What follows belongs to an exercise in optimizing a design on an open flow for small area, a short achievable clock period and few clock cycles per item; a production flow would make more cautious choices.

// dct8_stream
module dct8_stream #(
    parameter int IN_W        = 8,
    parameter int OUT_W       = 14,
    parameter int LEVEL_SHIFT = 0
) (
    input  logic                    clk,
    input  logic                    rst,
    input  logic                    en,
    input  logic                    in_valid,
    output logic                    in_ready,
    input  logic [IN_W-1:0]         x0,
    input  logic [IN_W-1:0]         x1,
    input  logic [IN_W-1:0]         x2,
    input  logic [IN_W-1:0]         x3,
    input  logic [IN_W-1:0]         x4,
    input  logic [IN_W-1:0]         x5,
    input  logic [IN_W-1:0]         x6,
    input  logic [IN_W-1:0]         x7,
    output logic                    out_valid,
    input  logic                    out_ready,
    output logic signed [OUT_W-1:0] y0,
    output logic signed [OUT_W-1:0] y1,
    output logic signed [OUT_W-1:0] y2,
    output logic signed [OUT_W-1:0] y3,
    output logic signed [OUT_W-1:0] y4,
    output logic signed [OUT_W-1:0] y5,
    output logic signed [OUT_W-1:0] y6,
    output logic signed [OUT_W-1:0] y7
);
    logic sv;             
    logic v2;             
    logic r2, r3;         
    logic acc;
    assign in_ready = ~sv;
    assign acc      = in_valid & ~sv;
    assign r3 = ~out_valid | out_ready;
    assign r2 = ~v2 | r3;
    always_ff @(posedge clk) begin
        if (rst) begin
            sv        <= 1'b0;
            v2        <= 1'b0;
            out_valid <= 1'b0;
        end else if (en) begin
            if (r3) out_valid <= v2;
            if (r2) begin
                v2 <= sv | acc;
                sv <= 1'b0;
            end else if (acc) begin
                sv <= 1'b1;
            end
        end
    end
    logic [7:0] xin [8];
    logic [7:0] sk  [8];
    logic [7:0] xm  [8];
    assign xin[0] = x0;
    assign xin[1] = x1;
    assign xin[2] = x2;
    assign xin[3] = x3;
    assign xin[4] = x4;
    assign xin[5] = x5;
    assign xin[6] = x6;
    assign xin[7] = x7;
    always_ff @(posedge clk) begin
        if (~sv)
            for (int i = 0; i < 8; i++) sk[i] <= xin[i];
    end
    always_comb
  ...
Size: about 2900 cells after synthesis, roughly 0.035 sq mm of cells after synthesis.
Settings: LEC_CHECK=0, CAP_MARGIN=20, CORE_MARGIN=2, CORE_UTILIZATION=50, SLEW_MARGIN=20, SYNTH_HIERARCHICAL=1; clock period 12.0 ns.
standard.sh (not shown) runs the stock make flow with config.mk's settings and CLKGATE_MAP_FILE= SYNTH_SCRIPT=/design/flow/synth_recipe.tcl, a recipe that flattens the netlist after the stock synthesis.
==> flow/flow/run.sh <==
#!/bin/bash
# Standard ORFS layout, with repair_timing aiming below the clock period and
# plain buffers on the ports.
set -euo pipefail
bash standard.sh SETUP_SLACK_MARGIN=7.4 "BUFFER_PORTS_ARGS=-buffer_cell sky130_fd_sc_hd__buf_2" finish > standard_flow.log 2>&1
Rerun with:
--- a/flow/design.v
+++ b/flow/design.v
@@ -65,22 +65,21 @@
         if (~sv)
             for (int i = 0; i < 8; i++) sk[i] <= xin[i];
     end
     always_comb
         for (int i = 0; i < 8; i++) xm[i] = sv ? sk[i] : xin[i];
     logic [8:0] a_n [4];
-    logic [8:0] an_n [4];    
     logic [8:0] b_n [4];
     for (genvar i = 0; i < 4; i++) begin : g_bfly
-        dct_addsub #(.W(8), .SUB(0)) ua (.a(xm[i]), .b(xm[7-i]), .y(a_n[i]), .yn(an_n[i]));
-        dct_addsub #(.W(8), .SUB(1)) ub (.a(xm[i]), .b(xm[7-i]), .y(b_n[i]), .yn());
+        dct_addsub #(.W(8), .SUB(0)) ua (.a(xm[i]), .b(xm[7-i]), .y(a_n[i]));
+        dct_addsub #(.W(8), .SUB(1)) ub (.a(xm[i]), .b(xm[7-i]), .y(b_n[i]));
     end
     logic [8:0] ss_n, sc_n, es_n, ec_n;
     for (genvar j = 0; j < 9; j++) begin : g_l1
         dct_fa us (.a(a_n[0][j]), .b(a_n[1][j]), .c(a_n[2][j]), .s(ss_n[j]), .co(sc_n[j]));
-        dct_fa ue (.a(a_n[1][j]), .b(a_n[2][j]), .c(an_n[0][j]), .s(es_n[j]), .co(ec_n[j]));
+        dct_fa ue (.a(a_n[1][j]), .b(a_n[2][j]), .c(~a_n[0][j]), .s(es_n[j]), .co(ec_n[j]));
     end
     logic [8:0] ss_r, sc_r, es_r, ec_r;
     logic [8:0] a0_r, a1_r, a2_r, a3_r;
     logic [8:0] b0_r, b1_r, b2_r, b3_r;
     always_ff @(posedge clk) begin
         if (en & r2) begin
@@ -1766,14 +1765,14 @@
     dct_fa us21 (.a(es_r[3]), .b(ec_r[2]), .c(~a3_r[3]), .s(s21), .co(c22));
     dct_fa us23 (.a(es_r[4]), .b(ec_r[3]), .c(~a3_r[4]), .s(s23), .co(c24));
     dct_fa us25 (.a(es_r[5]), .b(ec_r[4]), .c(~a3_r[5]), .s(s25), .co(c26));
     dct_fa us27 (.a(es_r[6]), .b(ec_r[5]), .c(~a3_r[6]), .s(s27), .co(c28));
     dct_fa us29 (.a(es_r[7]), .b(ec_r[6]), .c(~a3_r[7]), .s(s29), .co(c30));
     dct_fa us31 (.a(es_r[8]), .b(ec_r[7]), .c(~a3_r[8]), .s(s31), .co(c32));
-    dct_addsub #(.W(9), .SUB(1)) ud0 (.a(a0_r), .b(a3_r), .y(d0), .yn());
-    dct_addsub #(.W(9), .SUB(1)) ud1 (.a(a1_r), .b(a2_r), .y(d1), .yn());
+    dct_sub_cs ud0 (.a(a0_r), .b(a3_r), .y(d0));
+    dct_sub_cs ud1 (.a(a1_r), .b(a2_r), .y(d1));
     dct_fa us33 (.a(~a3_r[0]), .b(a3_r[1]), .c(ss_r[0]), .s(s33), .co(c34));
     dct_fa us35 (.a(sc_r[8]), .b(a3_r[1]), .c(ss_r[0]), .s(s35), .co(c36));
     dct_ha us37 (.a(s1), .b(c16), .s(s37), .co(c38));
     dct_ha us39 (.a(c2), .b(c14), .s(s39), .co(c40));
     dct_fa us41 (.a(ss_r[0]), .b(a3_r[0]), .c(a3_r[1]), .s(s41), .co(c42));
     dct_ha us43 (.a(c10), .b(c6), .s(s43), .co(c44));
@@ -2728,21 +2727,19 @@
 module dct_addsub #(
     parameter int W   = 9,
     parameter int SUB = 0
 ) (
     input  logic [W-1:0] a,
     input  logic [W-1:0] b,
-    output logic [W:0]   y,
-    output logic [W:0]   yn
+    output logic [W:0]   y
 );
     if (SUB != 0) begin : g_sub
         assign y = {1'b0, a} - {1'b0, b};
     end else begin : g_add
         assign y = {1'b0, a} + {1'b0, b};
     end
-    assign yn = ~y;
 endmodule
 module dct_carry #(
     parameter int         W  = 8,
     parameter logic [W-1:0] IA = '0,
     parameter logic [W-1:0] IB = '0
 ) (
@@ -2824,6 +2821,37 @@
         assign p1[j] = &u1[j-1:0];
     end
     assign ch     = c5 | (cl & (&u0));
     assign y[4:0] = u0 ^ ({5{cl}} & p0);
     assign y[9:5] = u1 ^ ({5{ch}} & p1);
 endmodule
+module dct_sub_cs (
+    input  logic [8:0] a,
+    input  logic [8:0] b,
+    output logic [9:0] y
+);
+    logic [4:0] lo, h0, h1;
+    logic       c5;
+    dct_subl u_lo (.a(a[4:0]), .b(b[4:0]), .y(lo), .co(c5));
+    dct_subh #(.CI(0)) u_h0 (.a(a[8:5]), .b(b[8:5]), .y(h0));
+    dct_subh #(.CI(1)) u_h1 (.a(a[8:5]), .b(b[8:5]), .y(h1));
+    assign y = {c5 ? h1 : h0, lo};
+endmodule
+module dct_subl (
+    input  logic [4:0] a,
+    input  logic [4:0] b,
+    output logic [4:0] y,
+    output logic       co
+);
+    assign {co, y} = {1'b0, a} + {1'b0, ~b} + 6'd1;
+endmodule
+module dct_subh #(
+    parameter int CI = 0
+) (
+    input  logic [3:0] a,
+    input  logic [3:0] b,
+    output logic [4:0] y
+);
+    logic [4:0] t;
+    assign t = {1'b0, a} + {1'b0, ~b} + 5'(CI);
+    assign y = {~t[4], t[3:0]};
+endmodule
What happened:
- The changed run completed with no timing, DRC or antenna violations
- cell area is about the same
- via count stays flat
- worst setup slack got worse by 0.061 ns
- die area stays flat
- routed wire length goes down by 3.9%
- core utilization goes down by 0.12 points
- fmax goes down by 1.3%
Function was not checked in any run of this note: the RTL went through the layout flow alone.

Another version of the RTL of dct8_stream (not shown whole).
Size: about 2,800 cells after synthesis, ~270 flip-flops, ~0.035 sq mm of cells after synthesis.
==> module dct_addsub, before the edit <==
module dct_addsub #(
    parameter int W   = 9,
    parameter int SUB = 0
) (
    input  logic [W-1:0] a,
    input  logic [W-1:0] b,
    output logic [W:0]   y
);
    localparam int N = W + 1;    
    localparam int L = (N <= 2) ? 1 : (N <= 4) ? 2 : (N <= 8) ? 3 : (N <= 16) ? 4 : 5;
    logic [W-1:0] be;
    logic [N-1:0] g [L+1];
    logic [N-1:0] p [L+1];
    logic [W-1:0] x;
    assign be   = (SUB != 0) ? ~b : b;
    assign x    = a ^ be;
    assign g[0] = {a & be, (SUB != 0) ? 1'b1 : 1'b0};
    assign p[0] = {x, 1'b0};
    for (genvar l = 0; l < L; l++) begin : g_lvl
        for (genvar i = 0; i < N; i++) begin : g_bit
            if (((i >> l) & 1) == 1) begin : g_op
                localparam int J = ((i >> l) << l) - 1;
                assign g[l+1][i] = g[l][i] | (p[l][i] & g[l][J]);
                assign p[l+1][i] = p[l][i] & p[l][J];
            end else begin : g_pass
                assign g[l+1][i] = g[l][i];
                assign p[l+1][i] = p[l][i];
            end
        end
    end
    assign y[W-1:0] = x ^ g[L][W-1:0];
    assign y[W]     = (SUB != 0) ? ~g[L][W] : g[L][W];
endmodule
==> module dct_carry, before the edit <==
module dct_carry #(
    parameter int         W  = 8,
    parameter logic [W-1:0] IA = '0,
    parameter logic [W-1:0] IB = '0
) (
    input  logic [W-1:0] a,
    input  logic [W-1:0] b,
    output logic         co
);
    localparam int L = (W <= 1) ? 0 : (W <= 2) ? 1 : (W <= 4) ? 2 : (W <= 8) ? 3 : (W <= 16) ? 4 : 5;
    logic [W-1:0] ae, be;
    logic [W-1:0] g [L+1];
    logic [W-1:0] t [L+1];
    assign ae   = a ^ IA;
    assign be   = b ^ IB;
    assign g[0] = ae & be;
    assign t[0] = ae | be;
    for (genvar l = 0; l < L; l++) begin : g_lvl
        for (genvar i = 0; i < W; i++) begin : g_bit
            if (((i >> l) & 1) == 1) begin : g_op
                localparam int J = ((i >> l) << l) - 1;
                assign g[l+1][i] = g[l][i] | (t[l][i] & g[l][J]);
                assign t[l+1][i] = t[l][i] & t[l][J];
            end else begin : g_pass
                assign g[l+1][i] = g[l][i];
                assign t[l+1][i] = t[l][i];
            end
        end
    end
    assign co = g[L][W-1];
endmodule
Settings: LEC_CHECK=0, CAP_MARGIN=20, CORE_MARGIN=2, CORE_UTILIZATION=50, SLEW_MARGIN=20, SYNTH_HIERARCHICAL=1; clock period 12.0 ns.
Scripts as last shown in full above: flow/flow/run.sh
The baseline completed without violations.
Rerun with:
--- a/flow/design.v
+++ b/flow/design.v
@@ -2732,30 +2732,11 @@
     input  logic [W-1:0] b,
     output logic [W:0]   y
 );
-    localparam int N = W + 1;    
-    localparam int L = (N <= 2) ? 1 : (N <= 4) ? 2 : (N <= 8) ? 3 : (N <= 16) ? 4 : 5;
-    logic [W-1:0] be;
-    logic [N-1:0] g [L+1];
-    logic [N-1:0] p [L+1];
-    logic [W-1:0] x;
-    assign be   = (SUB != 0) ? ~b : b;
-    assign x    = a ^ be;
-    assign g[0] = {a & be, (SUB != 0) ? 1'b1 : 1'b0};
-    assign p[0] = {x, 1'b0};
-    for (genvar l = 0; l < L; l++) begin : g_lvl
-        for (genvar i = 0; i < N; i++) begin : g_bit
-            if (((i >> l) & 1) == 1) begin : g_op
-                localparam int J = ((i >> l) << l) - 1;
-                assign g[l+1][i] = g[l][i] | (p[l][i] & g[l][J]);
-                assign p[l+1][i] = p[l][i] & p[l][J];
-            end else begin : g_pass
-                assign g[l+1][i] = g[l][i];
-                assign p[l+1][i] = p[l][i];
-            end
-        end
+    if (SUB != 0) begin : g_sub
+        assign y = {1'b0, a} - {1'b0, b};
+    end else begin : g_add
+        assign y = {1'b0, a} + {1'b0, b};
     end
-    assign y[W-1:0] = x ^ g[L][W-1:0];
-    assign y[W]     = (SUB != 0) ? ~g[L][W] : g[L][W];
 endmodule
 module dct_carry #(
     parameter int         W  = 8,
@@ -2766,7 +2747,7 @@
     input  logic [W-1:0] b,
     output logic         co
 );
-    localparam int L = (W <= 1) ? 0 : (W <= 2) ? 1 : (W <= 4) ? 2 : (W <= 8) ? 3 : (W <= 16) ? 4 : 5;
+    localparam int L = $clog2(W);
     logic [W-1:0] ae, be;
     logic [W-1:0] g [L+1];
     logic [W-1:0] t [L+1];
Result: The new run finished clean; final area rises by 0.59%; via count rises by 3.3%; sequential share of layout area falls by 0.11 points; area after synthesis rises by 1.1%; wire length rises by 0.61%; final cell count rises by 2.2%.
No functional check of the RTL was part of any run of this note.

## port drivers added, routing unchanged
The flow's constraints put no driver on any port. The routed layouts listed below were extracted and timed again, unchanged, in two steps. Step 1, drivers: a clkbuf_16 drives clk and a buf_2 each remaining input, both assumed. Step 2 adds t to the input delays and takes it off the output delays; t is the mean of the earliest and latest rising clock arrival at the registers after step 1. Input paths then give back, and output paths get back, about the clock's delay inside the block. Three values: no drivers, after step 1, after step 2; two values: the first two.
| run | shift t [ns] | setup WS [ns] | worst hold slack (ns) | worst data-port slew with drivers (ns) | cell pins on the clock port's net |
|---|---|---|---|---|---|
| the first run of note 1 | 0.625 | 7.390 / 7.390 / 6.942 | 0.503 / 0.503 / 0.503 | 0.05 | 1 |
| the second run of note 1 | 0.621 | 7.330 / 7.330 / 6.901 | 0.492 / 0.492 / 0.492 | 0.05 | 1 |
| the first run of note 2 | 0.618 | 7.062 / 7.062 / 6.915 | 0.498 / 0.498 / 0.498 | 0.05 | 1 |
| the second run of note 2 | 0.623 | 7.418 / 7.418 / 6.877 | 0.500 / 0.500 / 0.500 | 0.05 | 1 |
After both steps setup and hold are still met in every run listed. For the second run of note 2, which loses most, drivers alone change the setup slack by 0.000 ns; drivers and shift together by -0.541 ns.
